Source: an optimization exercise on an open RTL-to-GDS flow (aim: small area, a short achievable clock period and few clock cycles per item). Production flows keep margins and buffers that such runs may drop.
RTL that was checked went through simulation tests only; none was proved equivalent to the original.
No activity file was given, so power comes from the tool's default toggle rates.

// voice_gen
module voice_gen #(
    parameter int unsigned NUM_VOICES = 16,
    parameter logic [22:0] LFSR_SEED  = 23'h7FFFF8
) (
    input  logic        clk_i,
    input  logic        rst_i,
    input  logic        start_i,
    input  logic [3:0]  voice_idx_i,
    input  logic [15:0] freq_i,
    input  logic [11:0] pw_i,
    input  logic [3:0]  wave_i,
    output logic        ready_o,
    output logic [9:0]  wave_o
);
For scale: ~1,900 cells after synthesis, roughly 50 I/O pins, roughly 32,000 µm² of cells after synthesis.
Settings: LEC_CHECK=0, CAP_MARGIN=20, CORE_MARGIN=2, CORE_UTILIZATION=40, CTS_CLUSTER_DIAMETER=90, CTS_CLUSTER_SIZE=28, SETUP_SLACK_MARGIN=2.5, SLEW_MARGIN=20; clock period 6.5 ns.
run.sh (not shown) runs the stock make flow with config.mk's settings and CLKGATE_MAP_FILE= SYNTH_SCRIPT=/design/flow/synth_recipe.tcl, a recipe that flattens the netlist after the stock synthesis.
The first run finished with timing, DRC and antenna clean.
Testbench counts at the start, summed over its fixed seeds: cycles 32,000, items 32,000.
Then changed:
--- a/flow/config.mk
+++ b/flow/config.mk
@@ -9,6 +9,6 @@
 export CORE_MARGIN = 2
 export CORE_UTILIZATION = 40
-export CTS_CLUSTER_DIAMETER = 90
-export CTS_CLUSTER_SIZE = 28
-export SETUP_SLACK_MARGIN = 2.5
+export CTS_CLUSTER_DIAMETER = 80
+export CTS_CLUSTER_SIZE = 24
+export SETUP_SLACK_MARGIN = 2.8
 export SLEW_MARGIN = 20
Effect: Critical path depth shrinks by 6. Register-to-register slack improves by 0.14 ns. Count of clock-buffer cells in the layout climbs by 10. Die area is unchanged. Worst setup slack got worse by 0.036 ns. Final area grows by 5.5%. Power came out higher by 5.2%. Area after synthesis stays the same. Final cell count climbs by 3.5%.
Then changed:
--- a/flow/config.mk
+++ b/flow/config.mk
@@ -8,7 +8,7 @@
 export CAP_MARGIN = 20
 export CORE_MARGIN = 2
-export CORE_UTILIZATION = 40
+export CORE_UTILIZATION = 45
 export CTS_CLUSTER_DIAMETER = 80
 export CTS_CLUSTER_SIZE = 24
-export SETUP_SLACK_MARGIN = 2.8
+export SETUP_SLACK_MARGIN = 2.5
 export SLEW_MARGIN = 20
After rerunning: The changed run ran to the end with no violations; sequential cell count stays the same; wire length falls by a little under a tenth; power went down by a few percent; global-route usage increases by 1.1 points; final area came out lower by a few percent.
Then changed:
--- a/flow/config.mk
+++ b/flow/config.mk
@@ -8,7 +8,7 @@
 export CAP_MARGIN = 20
 export CORE_MARGIN = 2
-export CORE_UTILIZATION = 45
+export CORE_UTILIZATION = 40
 export CTS_CLUSTER_DIAMETER = 80
 export CTS_CLUSTER_SIZE = 24
-export SETUP_SLACK_MARGIN = 2.5
+export SETUP_SLACK_MARGIN = 2.6
 export SLEW_MARGIN = 20
Clock power is higher by about 2%.
Wire length went up by 3.2%.
Non-clock buffer count is higher by 30.
Synthesized cell count does not change.
Die area grows by 12%.
Total power goes up by 1.6%.
Global-route usage fell by 2.0 points.
Final cell count goes up by 4.7%.
Design area goes up by 1.5%.
Hold slack gets better by 0.0074 ns.
Then changed:
--- a/flow/config.mk
+++ b/flow/config.mk
@@ -11,4 +11,4 @@
 export CTS_CLUSTER_DIAMETER = 80
 export CTS_CLUSTER_SIZE = 24
-export SETUP_SLACK_MARGIN = 2.6
+export SETUP_SLACK_MARGIN = 2.4
 export SLEW_MARGIN = 20
After rerunning: Utilization fell by 0.72 points. Total power fell slightly. Critical path depth rose by 6. Die area stays the same. Global-route usage fell by 0.20 points.

---

job 102:
Another version of the RTL of voice_gen (not shown whole).
Size: roughly 50 I/O pins, roughly 0.031 mm² of cells after synthesis.
clock: 6.5 ns
lec_check: 0
cap_margin: 20
core_margin: 2
core_utilization: 40
cts_cluster_diameter: 80
cts_cluster_size: 24
setup_slack_margin: 2.2
slew_margin: 20
The inputs of job 101 differ from those of job 102 as listed below.
# job 102
export LEC_CHECK = 0
export CAP_MARGIN = 20
export CORE_MARGIN = 2
export CORE_UTILIZATION = 40
export CTS_CLUSTER_DIAMETER = 80
export CTS_CLUSTER_SIZE = 24
export SETUP_SLACK_MARGIN = 2.2
export SLEW_MARGIN = 20
create_clock -name core_clock -period 6.5 [get_ports {clk_i}]
# job 101
export LEC_CHECK = 0
export CAP_MARGIN = 20
export CORE_MARGIN = 2
export CORE_UTILIZATION = 40
export CTS_CLUSTER_DIAMETER = 80
export CTS_CLUSTER_SIZE = 24
export SETUP_SLACK_MARGIN = 2.0
export SLEW_MARGIN = 20
create_clock -name core_clock -period 6.5 [get_ports {clk_i}]
==> run summary <==
- Status | job 101 and job 102 | clean
- After detailed routing, job 102 needs less wire than job 101.
- Total power | job 101 below job 102
- Job 101 ends up with a global-route wire length before repair that is 4100 µm higher than in job 102.
- A critical path's slowest cell of fa_2 is what job 101 shows, while ha_1 belongs to job 102.
- The final worst slack reported for job 101 is smaller than that of job 102 by 0.058 ns.
- Looking at worst setup path startpoint, the voice_idx_i[1] result is from job 102; the voice_idx_i[0] one comes from job 101.
- Job 102 -> job 101: post-synthesis instance area delta 0, exact match
- Job 101 vs. job 102: clock-buffer cell count grew by 1; met2 wire length grew by about 1.3%; length of routed wiring on met1 shrank by 150 µm; clock skew held steady.
No functional check of the RTL was part of any run of this note.

[port drivers added, routing unchanged]
Ports are ideal in the flow. The routed layouts listed here were re-timed in OpenROAD.
Step 1 (the two cells are an assumption about what drives the block):
set clk [get_ports {clk_i}]
set_driving_cell -lib_cell sky130_fd_sc_hd__clkbuf_16 $clk
set_driving_cell -lib_cell sky130_fd_sc_hd__buf_2 [delete_from_list [all_inputs] $clk]
Step 2 also shifts input and output timing later by t, the mid clock arrival at the registers, as if the neighbouring blocks saw the same clock.
Slacks: ideal / step 1 / step 2; pairs: ideal / step 1.
run	t (ns)	setup slack, ns	worst setup path at the end	latest minus earliest clock arrival (ns)
the first run of note 1	0.663	2.492 / 2.443 / 1.801	input to register	0.041 / 0.041
the second run of note 1	0.676	2.456 / 2.389 / 1.740	input to register	0.047 / 0.047
the third run of note 1	0.658	2.414 / 2.363 / 1.705	input to register	0.026 / 0.026
the fourth run of note 1	0.672	2.443 / 2.382 / 1.816	input to register	0.037 / 0.036
the fifth run of note 1	0.674	2.383 / 2.341 / 1.719	input to register	0.039 / 0.039
job 102	0.647	1.779 / 1.793 / 1.146	input to register	0.025 / 0.025
job 101	0.659	1.721 / 1.742 / 1.083	input to register	0.029 / 0.029
After both steps setup and hold are still met in every run listed. For the second run of note 1, which loses most, drivers alone change the setup slack by -0.067 ns; drivers and shift together by -0.716 ns.
